This is an optimization exercise on Yosys and OpenROAD, whose aim is small area, a short achievable clock period and few clock cycles, not a production implementation.
The RTL was checked by simulation tests, not by an equivalence proof against the original design.
Power figures rest on the tool's default switching activity, not on a simulated workload.

`flow/run.sh`:
```
#!/bin/bash
# synth_recipe.tcl (not shown) runs the flow's synth.tcl, then flattens the netlist and writes it again
# the make line also repeats each setting of config.mk as NAME=value (left out here)
make -C /OpenROAD-flow-scripts/flow DESIGN_CONFIG=/design/flow/config.mk WORK_HOME=/design/flow/orfs CLKGATE_MAP_FILE= SYNTH_SCRIPT=/design/flow/synth_recipe.tcl finish
```
`flow/config.mk`:
```
export PLATFORM = sky130hd
export DESIGN_NAME = rc4_stream_cipher
export DESIGN_NICKNAME = rc4_stream_cipher
export VERILOG_FILES = /design/flow/design.v
export SDC_FILE = /design/flow/constraint.sdc
export NUM_CORES = 4
export LEC_CHECK = 0
export CAP_MARGIN = 20
export CORE_MARGIN = 2
export CORE_UTILIZATION = 40
export SLEW_MARGIN = 20
```
`flow/constraint.sdc`:
```
create_clock -name core_clock -period 10.0 [get_ports {clk}]
set_input_delay 2.0000 -clock core_clock [delete_from_list [all_inputs] [get_ports {clk}]]
set_output_delay 2.0000 -clock core_clock [all_outputs]
set_load 0.01 [all_outputs]
```
`flow/design.v`:
```
package rc4_pkg;
  localparam int KEY_DEPTH_DEF = 256;
  localparam int LEN_W         = 9;
  localparam logic [LEN_W-1:0] KEY_LEN_RESET = LEN_W'(16);
  localparam logic [1:0] CMD_LOAD     = 2'd0;
  localparam logic [1:0] CMD_SCHEDULE = 2'd1;
  localparam logic [1:0] CMD_ENCRYPT  = 2'd2;
  localparam logic [1:0] KIND_CIPHER    = 2'd0;
  localparam logic [1:0] KIND_DONE      = 2'd1;
  localparam logic [1:0] KIND_NOT_KEYED = 2'd2;
endpackage
module rc4_stream_cipher #(
  parameter int KEY_DEPTH = rc4_pkg::KEY_DEPTH_DEF
) (
  input  logic               clk,
  input  logic               rst,
  input  logic               cfg_valid,
  output logic               cfg_ready,
  input  logic [8:0]         cfg_data,
  input  logic               in_valid,
  output logic               in_ready,
  input  logic [17:0]        in_data,
  output logic               out_valid,
  input  logic               out_ready,
  output logic [17:0]        out_data
);
  localparam int QN = 6;
  logic [17:0] f0, f1;
  logic [1:0]  fcnt;
  logic        acc, cons;
  assign acc = in_valid && in_ready;
  always_ff @(posedge clk) begin
    if (rst) begin
      fcnt     <= 2'd0;
      in_ready <= 1'b1;
    end else begin
      fcnt     <= fcnt - 2'(cons) + 2'(acc);
      in_ready <= (fcnt - 2'(cons) + 2'(acc)) != 2'd2;
    end
  end
  always_ff @(posedge clk) begin
    if (acc && (fcnt - 2'(cons)) == 2'd0) begin
      f0 <= in_data;
    end else if (cons) begin
      f0 <= f1;
    end
    if (acc && (fcnt - 2'(cons)) == 2'd1) begin
      f1 <= in_data;
    end
  end
  logic [2047:0] s;         
  logic [2047:0] key;       
  logic [8:0]    key_len;
  logic          keyed;
  logic [1:0]    ph;        
  logic [7:0]    o;         
  logic [7:0]    ip;        
  logic [7:0]    jr;        
  logic [7:0]    sreg;      
  logic [7:0]    bsum;      
  logic [7:0]    kq;        
  logic [7:0]    kpos;      
  logic          pw;        
  logic          init_q;    
  logic [7:0]    psi;       
  logic [7:0]    wv;        
  logic [7:0]    mj;        
  logic [7:0]    mi;        
  logic       xv, is_load, is_sched, is_enc, aligned, credit, ycipher;
  logic       do_init, do_ksa, do_rot, do_prga, do_nokey, fire, emit;
  logic [2:0] tot;          
  logic       take;
  logic [8:0] eff_len;
  assign xv       = (fcnt != 2'd0);
  assign is_load  = (f0[17:16] == rc4_pkg::CMD_LOAD);
  assign is_sched = (f0[17:16] == rc4_pkg::CMD_SCHEDULE);
  assign is_enc   = (f0[17:16] == rc4_pkg::CMD_ENCRYPT);
  assign aligned  = (o == ip);
  assign credit   = (tot != 3'(QN));
  logic y1v, y2v, y3v, y4v;
  assign ycipher  = y1v || y2v || y3v;
  assign do_init  = xv && is_sched && (ph == 2'd0) && !ycipher;
  assign do_ksa   = xv && is_sched && (ph == 2'd1) && aligned;
  assign do_rot   = xv && is_sched && (ph == 2'd2) && credit;
  assign do_prga  = xv && is_enc && keyed && aligned && credit;
  assign do_nokey = xv && is_enc && !keyed && credit;
  assign fire     = do_ksa || do_prga;
  assign emit     = do_rot || do_prga || do_nokey;
  assign cons     = xv && (is_sched ? do_rot : (is_enc ? (do_prga || do_nokey) : 1'b1));
  assign cfg_ready = 1'b1;
  always_comb begin
    if (key_len < 9'd3)        eff_len = 9'd3;
    else if (key_len > 9'd256) eff_len = 9'd256;
    else                       eff_len = key_len;
  end
  logic [7:0] a, jn, sjr, sj, d0w, d0, knext;
  logic       fwd;
  assign a     = jr + bsum;                  
  assign jn    = a + o;                      
  assign fwd   = fire && (a == 8'd1);        
  assign sjr   = s[{jr, 3'b000} +: 8];       
  assign sj    = sjr ^ mj;
  assign d0w   = (init_q || (pw && jr == 8'd1)) ? wv : ~s[15:8];    
  assign d0    = d0w ^ (o + 8'd1);
  assign knext = (do_ksa && ip != 8'hFF) ? kq : 8'd0;
  always_ff @(posedge clk) begin
    if (do_init) begin
      o    <= 8'd0;
      ip   <= 8'd0;
      jr   <= 8'd0;
      sreg <= 8'd0;
      bsum <= key[7:0];
    end else begin
      o    <= o + 8'd1;
      sreg <= fwd ? sreg : d0;
      bsum <= ({8{fwd}} & (sreg + knext)) | ({8{~fwd}} & (d0 + knext));
      if (fire) begin
        ip <= ip + 8'd1;
        jr <= a - 8'd1;
      end else if (do_rot) begin
        ip <= 8'd1;
        jr <= ~o;
      end else begin
        jr <= jr - 8'd1;
      end
    end
    psi <= sreg;
    wv  <= do_init ? 8'd0 : sreg ^ jn;
    mj  <= jn ^ {8{~a[0]}};
    mi  <= jn ^ {8{~a[0]}} ^ o;
  end
  genvar g;
  generate
    for (g = 0; g < 256; g++) begin : g_s
      if (g == 254) begin : g_i
        always_ff @(posedge clk) begin
          if (init_q)   s[8*g +: 8] <= wv;
          else if (pw)  s[8*g +: 8] <= sjr ^ mi;
          else          s[8*g +: 8] <= ~s[8*(g+1) +: 8];
        end
      end else begin : g_o
        always_ff @(posedge clk) begin
          if (init_q || (pw && jr == 8'((g + 1) % 256))) s[8*g +: 8] <= wv ^ {8{g[0]}};
          else                                         s[8*g +: 8] <= ~s[8*((g+1)%256) +: 8];
        end
      end
    end
  endgenerate
  logic key_we;
  assign key_we = xv && is_load;
  generate
    for (g = 0; g < 256; g++) begin : g_k
      always_ff @(posedge clk) begin
        if (key_we && f0[15:8] == 8'(g)) begin
          key[8*g +: 8] <= f0[7:0];
        end
      end
    end
  endgenerate
  always_ff @(posedge clk) begin
    if (do_init || do_ksa) begin
      kq <= key[{kpos, 3'b000} +: 8];
    end
  end
  always_ff @(posedge clk) begin
    if (rst) begin
      ph      <= 2'd0;
      keyed   <= 1'b0;
      kpos    <= 8'd1;
      key_len <= rc4_pkg::KEY_LEN_RESET;
      pw      <= 1'b0;
      init_q  <= 1'b0;
    end else begin
      pw     <= fire;
      init_q <= do_init;
      if (cfg_valid) begin
        key_len <= cfg_data;
      end
      if (do_init) begin
        ph <= 2'd1;
      end else if (do_ksa && ip == 8'hFF) begin
        ph <= 2'd2;
      end else if (do_rot) begin
        ph <= 2'd0;
      end
      if (do_rot) begin
        keyed <= 1'b1;
      end
      if (do_init || (do_ksa && ip != 8'hFF)) begin
        kpos <= ({1'b0, kpos} + 9'd1 >= eff_len) ? 8'd0 : kpos + 8'd1;
      end else if (do_ksa) begin
        kpos <= 8'd1;
      end
    end
  end
  logic [1:0] y1k, y2k, y3k, y4k;
  logic [7:0] y1d, y2d, y3d, y4d;
  logic [7:0] y1p, y2p2, y2p3, y2si, y2sj, y3t, y3m, y4ks;
  logic       y3fi, y3fj;
  logic [7:0] t2, t3, ks;
  logic [17:0] res;
  always_ff @(posedge clk) begin
    if (rst) begin
      y1v <= 1'b0;
      y2v <= 1'b0;
      y3v <= 1'b0;
      y4v <= 1'b0;
    end else begin
      y1v <= emit;
      y2v <= y1v;
      y3v <= y2v;
      y4v <= y3v;
    end
  end
  assign t2 = y2p2 + y2sj;
  assign t3 = y2p3 + y2sj;
  assign ks = y3fi ? y2si : (y3fj ? y2sj : (s[{y3t, 3'b000} +: 8] ^ y3m));
  assign res = (y4k == rc4_pkg::KIND_CIPHER) ? {rc4_pkg::KIND_CIPHER, y4ks, y4d ^ y4ks}
                                             : {y4k, 8'd0, y4d};
  always_ff @(posedge clk) begin
    y1k  <= is_enc ? (keyed ? rc4_pkg::KIND_CIPHER : rc4_pkg::KIND_NOT_KEYED)
                   : rc4_pkg::KIND_DONE;
    y1d  <= is_enc ? f0[7:0] : 8'd0;
    y1p  <= sreg - o - 8'd2;                
    y2k  <= y1k;
    y2d  <= y1d;
    y2si <= psi;
    y2sj <= sj;
    y2p2 <= y1p;
    y2p3 <= y1p - 8'd1;
    y3k  <= y2k;
    y3d  <= y2d;
    y3t  <= t3;
    y3m  <= (y2si + y2sj) ^ {8{t3[0]}};
    y3fi <= pw && (t3 == 8'd254);
    y3fj <= pw && (t2 == jr);
    y4k  <= y3k;
    y4d  <= y3d;
    y4ks <= ks;
  end
  logic [17:0] q [QN];
  logic [2:0]  qcnt, qpos;
  assign take     = out_valid && out_ready;
  assign qpos     = qcnt - 3'(take);
  assign out_data = q[0];
  always_ff @(posedge clk) begin
    if (rst) begin
      qcnt      <= 3'd0;
      tot       <= 3'd0;
      out_valid <= 1'b0;
    end else begin
      qcnt      <= qpos + 3'(y4v);
      tot       <= tot - 3'(take) + 3'(emit);
      out_valid <= (qpos + 3'(y4v)) != 3'd0;
    end
  end
  generate
    for (g = 0; g < QN; g++) begin : g_q
      always_ff @(posedge clk) begin
        if (y4v && qpos == 3'(g)) begin
          q[g] <= res;
        end else if (take) begin
          q[g] <= (g + 1 < QN) ? q[(g + 1) % QN] : q[g];
        end
      end
    end
  endgenerate
endmodule
```
==> results of run 1 <==
==> sequential cells by signal, indices dropped and copies added (netlist names), 9 cells and up <==
register and cells:
key_len 9, s 2048, q 108, f0 18
f1 18, key 2048
==> synth_stat cells (all sizes together) (9+ instances only) <==
| cell | number | area (um2) |
|---|---|---|
| mux4 | 1720 | 38700 |
| o32ai | 13 | 114 |
| o41ai | 10 | 87.6 |
| o221ai | 10 | 87.6 |
| nand2b | 27 | 169 |
| nand3 | 59 | 295 |
| o21ai | 161 | 806 |
| a31oi | 20 | 125 |
| inv | 97 | 364 |
| nor3 | 43 | 225 |
| a21oi | 1758 | 8810 |
| o22ai | 96 | 601 |
| mux2 | 57 | 642 |
| mux2i | 869 | 8700 |
| ha | 90 | 1130 |
| buf | 361 | 1850 |
| a22oi | 89 | 668 |
| a21o | 18 | 135 |
| edfxtp | 2200 | 66100 |
| dfxtp | 2262 | 45300 |
| a22o | 18 | 158 |
| xnor2 | 98 | 858 |
| nand3b | 9 | 67.6 |
| a2111oi | 9 | 80.1 |
| nand2 | 309 | 1160 |
| a211oi | 33 | 248 |
| nor3b | 9 | 67.6 |
| clkbuf | 783 | 2940 |
| nor4 | 26 | 175 |
| a221oi | 42 | 368 |
| or3 | 11 | 68.8 |
| and2 | 26 | 163 |
| and3 | 33 | 206 |
| fa | 9 | 180 |
| nor2b | 39 | 244 |
| xor2 | 70 | 613 |
| o21bai | 15 | 113 |
| nor2 | 1836 | 6890 |
| o211ai | 16 | 120 |
| nand4 | 22 | 138 |
==> worst register-to-register path, stage by stage (launching register included) <==
cell and delay (ns):
dfxtp_4 0.85, buf_4 0.57, buf_4 0.53, mux4_2 0.65, a211oi_1 0.66, nor4_1 0.16, o2111ai_1 0.61, nand2_1 0.34
o211ai_1 0.97, xor2_1 0.19, o21ai_0 0.09
==> stage by stage <==
stage	total power, mW	hold slack (ns)	setup slack (ns)
detailed placement	63.8	0.312	4.00
CTS	80.3	0.323	4.59
global route	83.5	0.331	4.47
floorplan	50.7	0.310	5.35
global placement	63.4	0.310	3.97
finish	80.9	0.323	4.24
==> path summary, 6_finish.rpt <==
path                      to  slack [ns]  cells after the start
max          y4ks[0]$_DFF_P_        4.24                     10
min           y4d[1]$_DFF_P_        0.32                      0
max reg2reg  y4ks[0]$_DFF_P_        4.24                     10
min reg2reg   y4d[1]$_DFF_P_        0.32                      0
==> area by class of cell <==
type                    count  area share (%)
diodes                     15          0.0177
clock buffers             621            5.83
clock inverters           180           0.810
inverters                  99           0.185
multi-input cells        7773            35.1
flip-flops and latches   4462            52.4
well taps                6247            3.68
repair buffers            481            1.93
==> per-layer routing <==
metal / vias up / track usage [%] / routed length (um)
li1: 51253 / - / -
met1: 61843 / 31.9 / 234000
met2: 5836 / 38.9 / 282000
met3: 1355 / 4.88 / 51400
met4: 20 / 13.4 / 38800
met5: - / 0 / 148
==> kinds of logic after synthesis <==
family,synth area share (%)
buffers and inverters,2.71
other,0.00197
and+or+nand+nor,5.38
xor gates and xnor gates,0.772
AOI/OAI and AO/OA,6.84
DFF,58.4
muxes,25.2
adders and majority gates,0.685
==> power by group <==
part / internal [mW] / leakage, nW / switching (mW) / total [mW]
clock: 9.25 / 6.93 / 7.28 / 16.5
combinational: 13.9 / 31.8 / 19.8 / 33.7
sequential: 25.8 / 38.9 / 4.82 / 30.6
total: 49.0 / 77.6 / 31.9 / 80.9
==> notes.md, run 1 <==
status timing/DRC/antenna clean; CP max stage cell o211ai_1; fmax ~0.17 GHz; Rel. slew slack just under 9%; # Max-Cap Violations 0; HP Class reg2reg; HP Start y3d[1]$_DFF_P_; average size of a mapped cell 14.1 um2; Syn Nets 13609; library cells used by synthesis 87; Critical Path Sink Type register; commonest non-fill, non-tap cells in the layout dfxtp_1 (2233), edfxtp_1 (2200), nor2_1 (1815); worst-path cell chain buf_4 > buf_4 > mux4_2 > a211oi_1 > nor4_1 > o2111ai_1 > nand2_1 > o211ai_1 > xor2_1 > o21ai_0; CTS Root Cell clkbuf_16; die area 0.482 mm2; Least-Margin Pin Slew 1.37 ns; CTS Buf Count ~440; critical path's largest stage delay 0.97 ns; critical path startpoint y3t[2]$_DFF_P_; EDFF count, synth 2200; Worst Path Required 10.89 ns; WL per Instance 30.5 um; Routed WL 606 mm; commonest non-fill, non-tap cell in the layout dfxtp_1; CP Launch Type register; GRT Total Usage between 20% and 30%; nets 13383; area of the multi-input gates 0.0747 mm2; TritonCTS clock tree yes; Sequential Area approximately 0.11 mm2; Post-Place Cells 19060; Reg clk slew, reported paths 0.07 ns; fin crit share 57.6%; GR Overflow Total 0; largest fanout on the critical path 39; DR vias 120307; number of synthesis warnings 2; First-pass DRT Iterations 6; synthesized area 0.191 mm2; Clock Path Buffers 4; worst path bufs/invs 2; sequential fraction of the synthesis area about three fifths; 1st-iter DRT viols 14589; final std cells w/o fill 19878; Fin. Hold Viols 0; Synth Instances between 10000 and 15000; Die W 694 um; kind of critical path reg2reg; prevailing post-synth register cell dfxtp_1; cells resized by post-CTS repair 0; FP Rows 253; H-tree depth 5; initial antenna violation count 25; Syn-to-layout area delta 11.5%; Final Wtd Congestion between 1 and 1.5; number of clock sinks 4462; Peak supply drop 0.356 mV; Final ANT Viol Nets 0; global-route wire length before repair 867 mm; Slew Limit Fails 0; height of the die 694 um; worst path arrival time between 6 and 7 ns; Clock Latency Late Sink 1.06 ns; Port Buffers 51; Filler cells roughly 42000; vias per cell 6.05; Post-CTS Setup Inserts 0; layout cell share with drive strength beyond 1 22.2%; area of the core 0.475 mm2; most frequent CP cell buf_4; DRC viols 0; Initial Utilization roughly 40%; final setup TNS 0 ns; vias in the first global route 117540; PwrDens roughly 380 mW/mm2; Setup-failing EPs final 0; worst flop-to-flop path startpoint y3t[2]$_DFF_P_; final instance area around 0.21 mm2; num ports 53; largest net degree at the start of global routing around 210; hold_buf cts 0; Yosys reg bits about 4500; Leakage 77.6 nW; Layout Skew 0.0600 ns; placed cell area 0.198 mm2; fin util 44.8%; ys async rst share 0%; hpwl dp 397 mm; Tmin final 5.76 ns; RSZ-0062 raised after global routing no; CP top delay family compound AO/OA/AOI/OAI gates
Testbench counts, summed over its fixed seeds: cycles 10,874.
==> run 2, diff against run 1 <==
--- a/flow/config.mk
+++ b/flow/config.mk
@@ -8,4 +8,5 @@
 export CAP_MARGIN = 20
 export CORE_MARGIN = 2
 export CORE_UTILIZATION = 40
-export SLEW_MARGIN = 20
+export SETUP_SLACK_MARGIN = 5
+export SLEW_MARGIN = 60
==> notes.md, run 2 <==
prevailing post-synth register cell dfxtp_1; worst path arrival time 5.77 ns (-0.88 ns); sequential fraction of the synthesis area 58.4% (unchanged); final setup TNS 0 ns (unchanged); Layout Skew 0.0498 ns (-0.0102 ns); Final Wtd Congestion 1.01 (unchanged); Slew Limit Fails 0 (unchanged); critical path's largest stage delay 0.52 ns (-0.45 ns); GR Overflow Total 0 (unchanged); RSZ-0062 raised after global routing no; fmax 0.208 GHz (+20%); Filler cells 41188 (-1.8%); Die W 694 um (unchanged); CTS Root Cell clkbuf_16; FP Rows 253 (unchanged); Reg2Reg Setup Slack 5.19 ns (+0.95 ns); WHS Path Cells 0 (unchanged); height of the die 694 um (unchanged); HP Class reg2reg; CP top delay family buffers and inverters; # Max-Cap Violations 0 (unchanged); commonest non-fill, non-tap cell in the layout dfxtp_1; Critical Path Sink Type register; largest net degree at the start of global routing 97 (-53%); DRC viols 0 (unchanged); largest fanout on the critical path 43 (+10%); Routed WL 611 mm (+0.83%); Clock Path Buffers 4 (unchanged); GRT Total Usage 24.8% (+0.26 points); die area 0.482 mm2 (unchanged); Tmin final 4.81 ns (-0.949 ns); Fin. Hold Viols 0 (unchanged); commonest non-fill, non-tap cells in the layout dfxtp_1 (2227), edfxtp_1 (2200), mux4_2 (1720); library cells used by synthesis 87 (unchanged); FF-to-FF End y4ks[3]$_DFF_P_; kind of critical path reg2reg; Synth area leader edfxtp_1; status timing/DRC/antenna clean; CTS Buf Count 440 (+1.1%); final worst slack 5.19 ns (+0.949 ns); vias in the first global route 119075 (+1.3%); largest registers key: 2048 flops, s: 2048 flops, q: 108 flops; Syn-to-layout area delta 14.9%; layout cell share with drive strength beyond 1 26.6% (+4.4 points); CP max stage cell dfxtp_4; vias per cell 6.08 (+0.39%); Initial Utilization 40.2% (unchanged); Worst Path Required 10.96 ns (+0.07 ns); average size of a mapped cell 14.1 um2 (unchanged); number of synthesis warnings 2 (unchanged); Leakage 79.7 nW (+2.8%); worst path bufs/invs 5 (+3); area of the core 0.475 mm2 (unchanged); Reg clk slew, reported paths 0.07 ns (about the same); worst flop-to-flop path startpoint y3t[1]$_DFF_P_; Synth top area share 34.6% (unchanged); WL per Instance 30.5 um (about the same); hpwl dp 411 mm (+3.5%); num ports 53 (unchanged); nets 13550 (+1.2%); Syn Nets 13609 (unchanged); 1st-iter DRT viols 14744 (+1.1%); Port Buffers 51 (unchanged); Clock Latency Late Sink 1.05 ns (about the same); First-pass DRT Iterations 6 (unchanged); Peak supply drop 0.391 mV (+9.7%); cells taking the most area after synthesis edfxtp_1 (35%), dfxtp_1 (24%), mux4_2 (20%); Final ANT Viol Nets 0 (unchanged); DR vias 121795 (+1.2%); Least-Margin Pin Slew 0.711 ns (-0.656 ns); r2r worst-path depth 13 (+3); synth cell count leaders dfxtp_1 (2262), edfxtp_1 (2200), nor2_1 (1835); Setup-failing EPs final 0 (unchanged); fin crit share 48.1% (-9.5 points); TritonCTS clock tree yes; most common cell in the netlist dfxtp_1; PwrDens 380 mW/mm2 (about the same); HP Start y3d[1]$_DFF_P_; most frequent CP cell nand3_1; H-tree depth 5 (unchanged); Rel. slew slack 52.4% (+44 points); initial antenna violation count 24 (-4.0%); CP Launch Type register; Hold Crit Endpoint y4d[1]$_DFF_P_; Yosys reg bits 4462 (unchanged); ys async rst share 0% (unchanged); synthesized area 0.191 mm2 (unchanged); EDFF count, synth 2200 (unchanged); global-route wire length before repair 877 mm (+1.1%); worst-path cell chain buf_12 > buf_16 > inv_2 > buf_4 > nand2_1 > o22ai_1 > a21oi_1 > nand4_1 > o211ai_1 > buf_2 > nand3_1 > or3_1 > nand3_1; pre-CTS WS 4.83 ns (+0.828 ns); Synth Instances 13478 (unchanged); number of clock sinks 4462 (unchanged)
run 2: cell counts after synthesis:
Identical to the previous run, type by type.
run 2: area by class of cell:
cell class / instances / area, um2 / share of cell area (%)
repair buffers: 643 / 7410 / 3.38
inverters: 99 / 409 / 0.187
well taps: 6247 / 7820 / 3.57
multi-input cells: 7773 / 77300 / 35.3
clock inverters: 208 / 2200 / 1.00
diodes: 17 / 42.5 / 0.0194
flip-flops and latches: 4462 / 111000 / 50.9
clock buffers: 597 / 12400 / 5.67
run 2: how the worst max path moves through the flow:
stage | depth (start not counted) | slack [ns] | endpoint | from
floorplan | 20 | 5.35 | bsum[7]$_DFF_P_ | jr[1]$_SDFF_PP0_
global placement | 9 | 3.97 | q[1][10]$_DFFE_PP_ | out_ready
detailed placement | 8 | 4.83 | q[4][13]$_DFFE_PP_ | out_ready
CTS | 13 | 5.12 | s[2039]$_DFF_P_ | jr[1]$_SDFF_PP0_
global route | 8 | 5.02 | kq[4]$_DFFE_PP_ | kpos[0]$_SDFFE_PP1P_
finish | 13 | 5.19 | y4ks[3]$_DFF_P_ | y3t[1]$_DFF_P_
run 2: logic make-up after synthesis:
family          synth area share, %
flops                          58.4
xor+xnor                      0.772
fa+ha+maj                     0.685
buf+inv                        2.71
compound gates                 6.84
mux                            25.2
simple gates                   5.38
other cells                 0.00197
run 2: per-layer routing:
layer | part of all wire (%) | track usage (%)
met1 | 39 | 32.2
met5 | 0.012 | 0
met2 | 47 | 39.3
met3 | 8.3 | 4.82
met4 | 6.5 | 13.6
run 2: what timing repair did:
item,CTS,global route
buffers inserted,0,4
setup endpoints to repair,0,1
gates resized for setup,0,2
hold buffers,0,0
run 2: metrics by stage:
| stage | area [um2] | hold slack [ns] | total power, mW | cells | util (%) |
|---|---|---|---|---|---|
| floorplan | 191000 | 0.310 | 50.7 | 13478 | - |
| global placement | 198000 | 0.310 | 63.4 | 19053 | 41.8 |
| detailed placement | 203000 | 0.312 | 65.3 | 19175 | 42.8 |
| CTS | 218000 | 0.324 | 82.2 | 19980 | 45.9 |
| global route | 219000 | 0.321 | 85.9 | 20032 | 46.1 |
| finish | 219000 | 0.320 | 83.3 | 20046 | 46.1 |
run 2: report_power, final:
part / leakage, nW / internal (mW) / switching, mW
combinational: 33.6 / 15.2 / 20.8
sequential: 38.9 / 25.8 / 4.55
clock: 7.20 / 9.61 / 7.38

==> what the ideal ports hide <==
In the flow no input, the clock included, has a driving cell. The finished layouts below were timed again as built, in two steps.
Step 1: set_driving_cell puts a clkbuf_16 on clk and a buf_2 on each other input, an assumption about the parent block.
Step 2 moves the port delays by t, midway between the first and last clock arrival at a register: inputs arrive t later, outputs are due t later. That takes back most of the time a late clock gives input paths.
Slacks: ideal / step 1 / step 2; pairs: ideal / step 1.
run	shift t [ns]	setup WS [ns]	slew at the worst register clock pin (ns)	worst slew at a driven data input, ns
run 1	1.136	4.242 / 4.242 / 4.242	0.07 / 0.07	0.05
run 2	1.128	5.191 / 5.191 / 4.853	0.07 / 0.07	0.05
After both steps setup and hold are still met in every run listed. The setup slack of run 2, which loses most, moves by 0.000 ns with the drivers and by -0.338 ns with both steps.
